Context: an optimization exercise on an open-source flow, tuned for small area. The choices shown serve that exercise and are no tape-out recipe.
In this exercise RTL edits were held to simulation tests only and were not proved equivalent to the original.

== the baseline ==
==> flow/design.v <==
package dma_pkg;
	typedef logic [31:0] addr_t;
	typedef logic [31:0] data_t;
	typedef logic [2:0] beat_t;
	typedef logic [3:0] burst_len_t;
	typedef enum logic [1:0] {
		IDLE  = 2'd0,  
		READ  = 2'd1,  
		WRITE = 2'd2,  
		DONE  = 2'd3   
	} dma_state_e;
endpackage
`timescale 1ns/1ps
module dma_top (
	input  logic                 clk,
	input  logic                 rst,
	input  logic                 cfg_en,
	input  dma_pkg::addr_t       cfg_addr,
	input  dma_pkg::data_t       cfg_data,
	input  dma_pkg::data_t       mem_rdata,
	input  logic                 mem_rvalid,
	input  logic                 mem_wvalid,
	output dma_pkg::addr_t       mem_addr,
	output logic [3:0]           mem_bweb,
	output dma_pkg::data_t       mem_wdata,
	output dma_pkg::burst_len_t  mem_burst_len,
	output logic                 mem_ceb,
	output logic                 mem_web,
	output logic                 irq
);
	logic        enable;
	logic [31:2] src;
	logic [31:2] dst;
	logic [31:0] len;
	logic [1:0]  state;      
	logic        pw;         
	logic [1:0]  cnt;        
	logic [31:2] rd;
	logic [31:2] wr;
	logic [31:0] rem;
	logic [31:0] mem [4];
	logic idle, st_rd, st_wr, st_done;
	assign idle    = (state == 2'd0);
	assign st_rd   = (state == 2'd1);
	assign st_wr   = (state == 2'd2);
	assign st_done = (state == 2'd3);
	logic wr_ok;
	assign wr_ok = cfg_en && !(st_rd || st_wr);
	always_ff @(posedge clk or posedge rst) begin
		if (rst) begin
			enable <= 1'b0;
			src    <= '0;
			dst    <= '0;
		end else if (wr_ok) begin
			if (cfg_addr == 32'h10020100)  enable <= cfg_data[0];
			if (cfg_addr == 32'h10020200) src    <= cfg_data[31:2];
			if (cfg_addr == 32'h10020300) dst    <= cfg_data[31:2];
		end
	end
	always_ff @(posedge clk) begin
		if (wr_ok && cfg_addr == 32'h10020400) len <= cfg_data;
	end
	logic [1:0] c_rem, c_rd, c_wr, c_min, bl;
	assign c_rem = (rem[31:2] != '0) ? 2'd3 : 2'(rem[1:0] - 2'd1);
	assign c_rd  = (&rd[11:4]) ? ~rd[3:2] : 2'd3;
	assign c_wr  = (&wr[11:4]) ? ~wr[3:2] : 2'd3;
	assign c_min = (c_rd < c_rem) ? c_rd : c_rem;
	assign bl    = (c_wr < c_min) ? c_wr : c_min;
	logic [2:0] n;
	logic       last_beat, rd_beat, wr_beat, adv;
	assign n         = {1'b0, bl} + 3'd1;
	assign last_beat = (cnt == bl);
	assign rd_beat   = st_rd && !pw && mem_rvalid;
	assign wr_beat   = st_wr && mem_wvalid;
	assign adv       = wr_beat && last_beat;
	always_ff @(posedge clk or posedge rst) begin
		if (rst) begin
			state <= 2'd0;
			cnt   <= 2'd0;
		end else begin
			if (rd_beat || wr_beat) cnt <= cnt + 2'd1 & {2{!last_beat}};
			case (state)
				2'd0: if (enable) state <= 2'd1;
				2'd1: if (rd_beat && last_beat) state <= 2'd2;
				2'd2: if (adv) state <= (rem == 32'(n)) ? 2'd3 : 2'd1;
				default: if (!enable) state <= 2'd0;
			endcase
		end
	end
	always_ff @(posedge clk) begin
		pw <= st_wr;
		if (idle) begin
			rd  <= src;
			wr  <= dst;
			rem <= len;
		end else if (adv) begin
			rd  <= rd + 30'(n);
			wr  <= wr + 30'(n);
			rem <= rem - 32'(n);
		end
		if (rd_beat) mem[cnt] <= mem_rdata;
	end
	logic [1:0] sel;
	assign sel = cnt + {1'b0, mem_wvalid};
	assign mem_wdata     = mem[sel];
	assign mem_ceb       = !((st_rd && !pw) || st_wr);
	assign mem_web       = !st_wr;
	assign mem_bweb      = {4{!st_wr}};
	assign mem_addr      = {st_wr ? wr : rd, 2'b00};
	assign mem_burst_len = {2'b00, bl};
	assign irq           = st_done;
endmodule
==> flow/config.mk <==
export PLATFORM = sky130hd
export DESIGN_NAME = dma_top
export DESIGN_NICKNAME = dma_top
export VERILOG_FILES = /design/flow/design.v
export SDC_FILE = /design/flow/constraint.sdc
export NUM_CORES = 4
export LEC_CHECK = 0
export CAP_MARGIN = 20
export CORE_MARGIN = 2
export CORE_UTILIZATION = 40
export SLEW_MARGIN = 20
==> flow/constraint.sdc <==
create_clock -name core_clock -period 7.0 [get_ports {clk}]
set_input_delay 1.4000 -clock core_clock [delete_from_list [all_inputs] [get_ports {clk}]]
set_output_delay 1.4000 -clock core_clock [all_outputs]
set_load 0.01 [all_outputs]
run.sh (not shown) runs the stock make flow with config.mk's settings and CLKGATE_MAP_FILE= SYNTH_SCRIPT=/design/flow/synth_recipe.tcl, a recipe that flattens the netlist after the stock synthesis.
Here is what was changed in the inputs of the candidate compared with the baseline.
diff --git a/flow/design.v b/flow/design.v
--- a/flow/design.v
+++ b/flow/design.v
@@ -31,13 +31,12 @@
 	logic        enable;
 	logic [31:2] src;
 	logic [31:2] dst;
-	logic [31:0] len;
+	logic [31:0] lenr;       
+	logic [31:0] off;        
 	logic [1:0]  state;      
 	logic        pw;         
 	logic [1:0]  cnt;        
-	logic [31:2] rd;
-	logic [31:2] wr;
-	logic [31:0] rem;
+	logic [1:0]  bl;         
 	logic [31:0] mem [4];
 	logic idle, st_rd, st_wr, st_done;
 	assign idle    = (state == 2'd0);
@@ -57,22 +56,24 @@
 			if (cfg_addr == 32'h10020300) dst    <= cfg_data[31:2];
 		end
 	end
-	always_ff @(posedge clk) begin
-		if (wr_ok && cfg_addr == 32'h10020400) len <= cfg_data;
-	end
-	logic [1:0] c_rem, c_rd, c_wr, c_min, bl;
-	assign c_rem = (rem[31:2] != '0) ? 2'd3 : 2'(rem[1:0] - 2'd1);
-	assign c_rd  = (&rd[11:4]) ? ~rd[3:2] : 2'd3;
-	assign c_wr  = (&wr[11:4]) ? ~wr[3:2] : 2'd3;
+	logic [10:0] rd_lo, wr_lo;
+	assign rd_lo = {1'b0, src[11:2]} + {1'b0, off[9:0]};
+	assign wr_lo = {1'b0, dst[11:2]} + {1'b0, off[9:0]};
+	logic [1:0] c_rem, c_rd, c_wr, c_min;
+	assign c_rem = (lenr[31:2] != '0) ? 2'd3 : 2'(lenr[1:0] - 2'd1);
+	assign c_rd  = (&rd_lo[9:2]) ? ~rd_lo[1:0] : 2'd3;
+	assign c_wr  = (&wr_lo[9:2]) ? ~wr_lo[1:0] : 2'd3;
 	assign c_min = (c_rd < c_rem) ? c_rd : c_rem;
-	assign bl    = (c_wr < c_min) ? c_wr : c_min;
-	logic [2:0] n;
-	logic       last_beat, rd_beat, wr_beat, adv;
+	logic [2:0]  n;
+	logic [31:0] off_nxt;
+	logic        last_beat, rd_beat, wr_beat, adv, fin;
 	assign n         = {1'b0, bl} + 3'd1;
+	assign off_nxt   = off + 32'(n);
 	assign last_beat = (cnt == bl);
 	assign rd_beat   = st_rd && !pw && mem_rvalid;
 	assign wr_beat   = st_wr && mem_wvalid;
 	assign adv       = wr_beat && last_beat;
+	assign fin       = (lenr == 32'(n));
 	always_ff @(posedge clk or posedge rst) begin
 		if (rst) begin
 			state <= 2'd0;
@@ -82,31 +83,29 @@
 			case (state)
 				2'd0: if (enable) state <= 2'd1;
 				2'd1: if (rd_beat && last_beat) state <= 2'd2;
-				2'd2: if (adv) state <= (rem == 32'(n)) ? 2'd3 : 2'd1;
+				2'd2: if (adv) state <= fin ? 2'd3 : 2'd1;
 				default: if (!enable) state <= 2'd0;
 			endcase
 		end
 	end
 	always_ff @(posedge clk) begin
 		pw <= st_wr;
-		if (idle) begin
-			rd  <= src;
-			wr  <= dst;
-			rem <= len;
-		end else if (adv) begin
-			rd  <= rd + 30'(n);
-			wr  <= wr + 30'(n);
-			rem <= rem - 32'(n);
-		end
+		bl <= (c_wr < c_min) ? c_wr : c_min;
+		if (idle) off <= '0;
+		else if (adv) off <= off_nxt;
+		if (wr_ok && cfg_addr == 32'h10020400) lenr <= cfg_data;
+		else if (adv) lenr <= fin ? off_nxt : lenr - 32'(n);
 		if (rd_beat) mem[cnt] <= mem_rdata;
 	end
 	logic [1:0] sel;
 	assign sel = cnt + {1'b0, mem_wvalid};
+	logic [31:12] hi;
+	assign hi = (st_wr ? dst[31:12] : src[31:12]) + off[29:10] + 20'(st_wr ? wr_lo[10] : rd_lo[10]);
 	assign mem_wdata     = mem[sel];
 	assign mem_ceb       = !((st_rd && !pw) || st_wr);
 	assign mem_web       = !st_wr;
 	assign mem_bweb      = {4{!st_wr}};
-	assign mem_addr      = {st_wr ? wr : rd, 2'b00};
+	assign mem_addr      = {hi, st_wr ? wr_lo[9:0] : rd_lo[9:0], 2'b00};
 	assign mem_burst_len = {2'b00, bl};
 	assign irq           = st_done;
 endmodule
==> run summary <==
- A start point of the critical path of src[2] is what the candidate shows, while rem[5] belongs to the baseline.
- Against the baseline as the reference, the candidate delivers a lower total core area.
- The candidate — worst hold margin 0.011 ns higher, the baseline as reference
- On wire length of the first global-routing pass, the candidate does better than the baseline.
- Taking the baseline as the reference, in the candidate headroom to the max-slew limit +0.29 points; wire length per cell -about 6%.
- The candidate: share of final layout cell area taken by non-clock buffers 0.89 points above the baseline
- Against the baseline as the reference, the candidate delivers a higher number of ordinary and repair buffers in the finished layout.
- Of the candidate and the baseline, it is the candidate that has the higher simple-gate area share of the yosys netlist.
- Against the baseline, total number of tap cells in the candidate fell by a few percent.
- From the baseline to the candidate the numbers moved as follows: number of fill cells went down, non-filler instance count after layout went up, fraction of area in registers went down, period utilization went up.

-- re-timing with driven ports --
Ports are ideal in the flow. The routed layouts listed here were re-timed in OpenROAD.
Step 1, drivers: a clkbuf_16 drives clk and a buf_2 each remaining input, both assumed.
Step 2 times the ports against the registers' clock, not the clock port: input delays grow and output delays shrink by t, the midpoint of the rising clock arrivals with the driver on.
Slacks: ideal / step 1 / step 2; pairs: ideal / step 1.
run | t (ns) | slack for setup (ns) | worst hold slack (ns)
the baseline | 0.568 | 0.606 / 0.606 / 0.606 | 0.489 / 0.489 / 0.489
the candidate | 0.601 | 0.341 / 0.290 / 0.891 | 0.501 / 0.501 / 0.501
After both steps setup and hold are still met in every run listed.
